This is an optimization exercise on Yosys and OpenROAD, whose aim is small area, a short achievable clock period and few clock cycles, not a production implementation. Where RTL was checked, it was by simulation tests only, not by an equivalence proof against the original. No activity file was given, so power comes from the tool's default toggle rates.

Setup of old:
==> flow/design.v (excerpt) <==
module csr_nfa_top
(
	input logic clk,
	input logic reset,
	input csr_nfa_pkg::state_idx_t num_states,
	output logic char_ready,
	input logic char_valid,
	input csr_nfa_pkg::symbol_t char_a,
	input csr_nfa_pkg::symbol_t char_b,
	output logic rd_en,
	output csr_nfa_pkg::line_addr_t rd_addr,
	input csr_nfa_pkg::mem_line_t rd_data,
	output logic accept_a,
	output logic accept_b
);
	localparam int NS = 64;    
	localparam int NL = NS / 4 + 1;         
	localparam int PW = 18;                 
	function automatic logic [NL-1:0] low_oh(input logic [NL-1:0] v);
		logic seen;
		seen = 1'b0;
		for (int i = 0; i < NL; i++)
		begin
			low_oh[i] = v[i] && !seen;
			seen = seen || v[i];
		end
	endfunction
	function automatic logic [4:0] enc17(input logic [NL-1:0] oh);
		enc17 = '0;
		for (int i = 0; i < NL; i++)
			if (oh[i])
				enc17 = enc17 | 5'(i);
	endfunction
	function automatic logic [PW-1:0] add_base(input logic [PW-1:0] p, input logic [6:0] b);
		logic [7:0] lo;
		logic [PW-8:0] hi1;
		lo = {1'b0, p[6:0]} + {1'b0, b};
  ...
Settings: LEC_CHECK=0, ABC_AREA=0, CAP_MARGIN=35, CELL_PAD_IN_SITES_DETAIL_PLACEMENT=0, CELL_PAD_IN_SITES_GLOBAL_PLACEMENT=1, CORE_MARGIN=2, CORE_UTILIZATION=45, CTS_CLUSTER_DIAMETER=80, CTS_CLUSTER_SIZE=22, SETUP_SLACK_MARGIN=5, SLEW_MARGIN=35; clock period 10.0 ns.
standard.sh (not shown) runs the stock make flow with config.mk's settings and CLKGATE_MAP_FILE= SYNTH_SCRIPT=/design/flow/synth_recipe.tcl, a recipe that flattens the netlist after the stock synthesis.
==> flow/flow/run.sh <==
#!/bin/bash
# The standard layout, with repair_timing aiming at a larger setup margin
set -euo pipefail
bash standard.sh SETUP_SLACK_MARGIN=6.6 finish > standard_run.log 2>&1
old: done, clean on timing, DRC and antenna
Modified inputs, new compared to old
--- a/flow/design.v
+++ b/flow/design.v
@@ -222,13 +222,13 @@
 	assign s_is_last = (s_line == s_last);
 	assign hold_ok = (rem == '0) || (rem_single && (!s_act || s_is_last));
 	assign edge_ok = running;
 	assign cnt_a_nx = 8'(cnt_a) - 8'(cnt_a != '0) + 8'(acc_pa[0]) + 8'(acc_pa[1]) + 8'(acc_pa[2]) + 8'(acc_pa[3]);
 	assign cnt_b_nx = 8'(cnt_b) - 8'(cnt_b != '0) + 8'(acc_pb[0]) + 8'(acc_pb[1]) + 8'(acc_pb[2]) + 8'(acc_pb[3]);
 	assign quiet_next = running && !quiet && (pend == '0) && !ir_ptr && !ir_edge && !dt_ptr
-		&& (rem == '0) && !s_act && (cnt_a_nx == 8'd0) && (cnt_b_nx == 8'd0);
+		&& (rem == '0) && !s_act && (cnt_a <= 7'd1) && (acc_pa == '0) && (cnt_b <= 7'd1) && (acc_pb == '0);
 	assign ptr_issue = !quiet && (pend != '0) && !dt_ptr && !dt_spec && hold_ok && !ir_ptr;
 	assign spec_issue = running && !quiet && (pend == '0) && (rem == '0) && !s_act
 		&& !ir_ptr && !dt_ptr && !ir_spec && !dt_spec && !spec_held && need_new[0];
 	assign ptr_oh = low_oh(pend);
 	logic gap_empty;
 	logic [1:0] d_idx;
==> comparison <==
- Where area after synthesis is concerned, old is better than new.
- Compared with old, in new count of buffer and inverter cells on the critical path went down, die footprint went up, area of all placed cells without fillers did not really move, met1 track demand over resource in global routing went down.
- On global-route total usage across every layer, old and new are neck and neck.
- new against old: area growth from synthesis to layout -0.72 points, utilization -0.25 points.
Function was not checked in any run of this note: the RTL went through the layout flow alone.

* * *

Another version of the RTL of csr_nfa_top (not shown whole).
Size: ~3200 cells after synthesis, about 560 flip-flops, roughly 30000 µm² of cells after synthesis.
==> flow/design.v (excerpt) <==
module csr_nfa_top
(
	input logic clk,
	input logic reset,
	input csr_nfa_pkg::state_idx_t num_states,
	output logic char_ready,
	input logic char_valid,
	input csr_nfa_pkg::symbol_t char_a,
	input csr_nfa_pkg::symbol_t char_b,
	output logic rd_en,
	output csr_nfa_pkg::line_addr_t rd_addr,
	input csr_nfa_pkg::mem_line_t rd_data,
	output logic accept_a,
	output logic accept_b
);
Settings: LEC_CHECK=0, ABC_AREA=0, CAP_MARGIN=35, CELL_PAD_IN_SITES_DETAIL_PLACEMENT=0, CELL_PAD_IN_SITES_GLOBAL_PLACEMENT=1, CORE_MARGIN=2, CORE_UTILIZATION=45, CTS_CLUSTER_DIAMETER=80, CTS_CLUSTER_SIZE=22, SETUP_SLACK_MARGIN=5, SLEW_MARGIN=35; clock period 10.0 ns.
Scripts as last shown in full above: flow/flow/run.sh
Then changed:
--- a/flow/design.v
+++ b/flow/design.v
@@ -218,52 +218,52 @@
 	logic s_act;
 	assign fl_last = ir_first && (ir_addr == s_last);
 	assign s_act = s_busy && !fl_last;
 	assign rem_single = (d_oh == rem);
 	assign s_is_last = (s_line == s_last);
 	assign hold_ok = (rem == '0) || (rem_single && (!s_act || s_is_last));
 	assign edge_ok = running;
 	assign cnt_a_nx = 8'(cnt_a) - 8'(cnt_a != '0) + 8'(acc_pa[0]) + 8'(acc_pa[1]) + 8'(acc_pa[2]) + 8'(acc_pa[3]);
 	assign cnt_b_nx = 8'(cnt_b) - 8'(cnt_b != '0) + 8'(acc_pb[0]) + 8'(acc_pb[1]) + 8'(acc_pb[2]) + 8'(acc_pb[3]);
 	assign quiet_next = running && !quiet && (pend == '0) && !ir_ptr && !ir_edge && !dt_ptr
 		&& (rem == '0) && !s_act && (cnt_a <= 7'd1) && (acc_pa == '0) && (cnt_b <= 7'd1) && (acc_pb == '0);
-	logic [3:0] rem_next;
-	logic early_ok;
-	assign rem_next = (dt_la | dt_lb) & ~p_eq;
+	logic [3:0] act_next;
 	logic ptr_norm;
-	assign early_ok = (rem == '0) && !s_act && ((rem_next & (rem_next - 4'd1)) == '0);
-	assign ptr_norm = !quiet && (pend != '0) && !dt_spec && !ir_ptr && !dt_ptr && hold_ok;
-	assign ptr_issue = ptr_norm || (!quiet && (pend != '0) && !ir_ptr && dt_ptr && early_ok);
+	logic early_ok;
+	assign act_next = dt_la | dt_lb;
+	assign early_ok = dt_ptr && (rem == '0) && (!s_act || s_is_last) && ((act_next & (act_next - 4'd1)) == '0);
+	assign ptr_norm = !dt_ptr && !dt_spec && hold_ok;
+	assign ptr_issue = !quiet && (pend != '0) && !ir_ptr && (ptr_norm || early_ok);
 	assign spec_issue = running && !quiet && (pend == '0) && (rem == '0) && !s_act
 		&& !ir_ptr && !dt_ptr && !ir_spec && !dt_spec && !spec_held && need_new[0];
 	assign ptr_oh = low_oh(pend);
 	logic gap_empty;
 	logic [1:0] d_idx;
 	always_comb
 	begin
 		gap_empty = 1'b1;
 		d_idx = '0;
 		for (int k = 0; k < 4; k++)
 		begin
 			if (d_oh[k])
 				d_idx = 2'(k);
 			if ((2'(k) > s_idx) && ((d_oh >> (k + 1)) != '0) && !heq[k])
 				gap_empty = 1'b0;
 		end
 	end
 	assign merge = s_act && s_is_last && s_inhold && (rem != '0) && (s_ll != 2'd3) && gap_empty;
 	always_comb
 		for (int l = 0; l < 4; l++)
 			s_mask[l] = !s_is_last || (2'(l) <= s_ll);
 	logic edge_go;
-	assign edge_go = edge_ok && !quiet && !ptr_norm && (s_act || rem != '0);
+	assign edge_go = edge_ok && !quiet && !ptr_issue && (s_act || rem != '0);
 	always_ff @(posedge clk)
 	begin
 		if (reset)
 		begin
 			ir_en <= 1'b1;
 			ir_addr <= '0;
 			ir_ptr <= 1'b1;
 			ir_spec <= 1'b0;
 			ir_edge <= 1'b0;
 			s_busy <= 1'b0;
 		end
After rerunning: Global-route usage rises by 0.50 points; non-clock buffer count rises by 49; fmax rises by roughly a tenth; hold slack improves by 0.0079 ns; cell area stays flat; setup slack improves by 0.33 ns; final cell count rises slightly; synthesized area falls slightly; total power rises by about a fifth.
Testbench counts after the change, summed over its fixed seeds: cycles 100,107.
Function not checked in the first run of this note: the RTL went through the layout flow alone.

## port drivers added, routing unchanged
How much do the figures lean on ideal ports? The routed layouts below were timed once more, with nothing changed but the port constraints.
Step 1 sets driving cells, clkbuf_16 on the clock port and buf_2 on the other inputs (assumed; they add their load-dependent delay and slew).
Step 2 moves the port delays by t, midway between the first and last clock arrival at a register: inputs arrive t later, outputs are due t later. That takes back most of the time a late clock gives input paths.
Slacks: no drivers / after step 1 / after step 2; pairs: no drivers / after step 1.
run | t (ns) | slack for setup (ns) | hold WS [ns] | worst register clock-pin slew, ns | worst slew at a driven data input, ns
old | 0.656 | 6.028 / 6.028 / 5.773 | 0.455 / 0.455 / 0.455 | 0.10 / 0.10 | 0.07
new | 0.643 | 6.469 / 6.476 / 5.834 | 0.456 / 0.456 / 0.456 | 0.10 / 0.10 | 0.07
the first run of note 2 | 0.671 | 6.165 / 6.190 / 5.529 | 0.445 / 0.445 / 0.445 | 0.10 / 0.10 | 0.07
the second run of note 2 | 0.659 | 6.493 / 6.513 / 5.854 | 0.453 / 0.453 / 0.453 | 0.09 / 0.09 | 0.06
After both steps setup and hold are still met in every run listed. For the second run of note 2, which loses most, drivers alone change the setup slack by +0.020 ns; drivers and shift together by -0.639 ns.
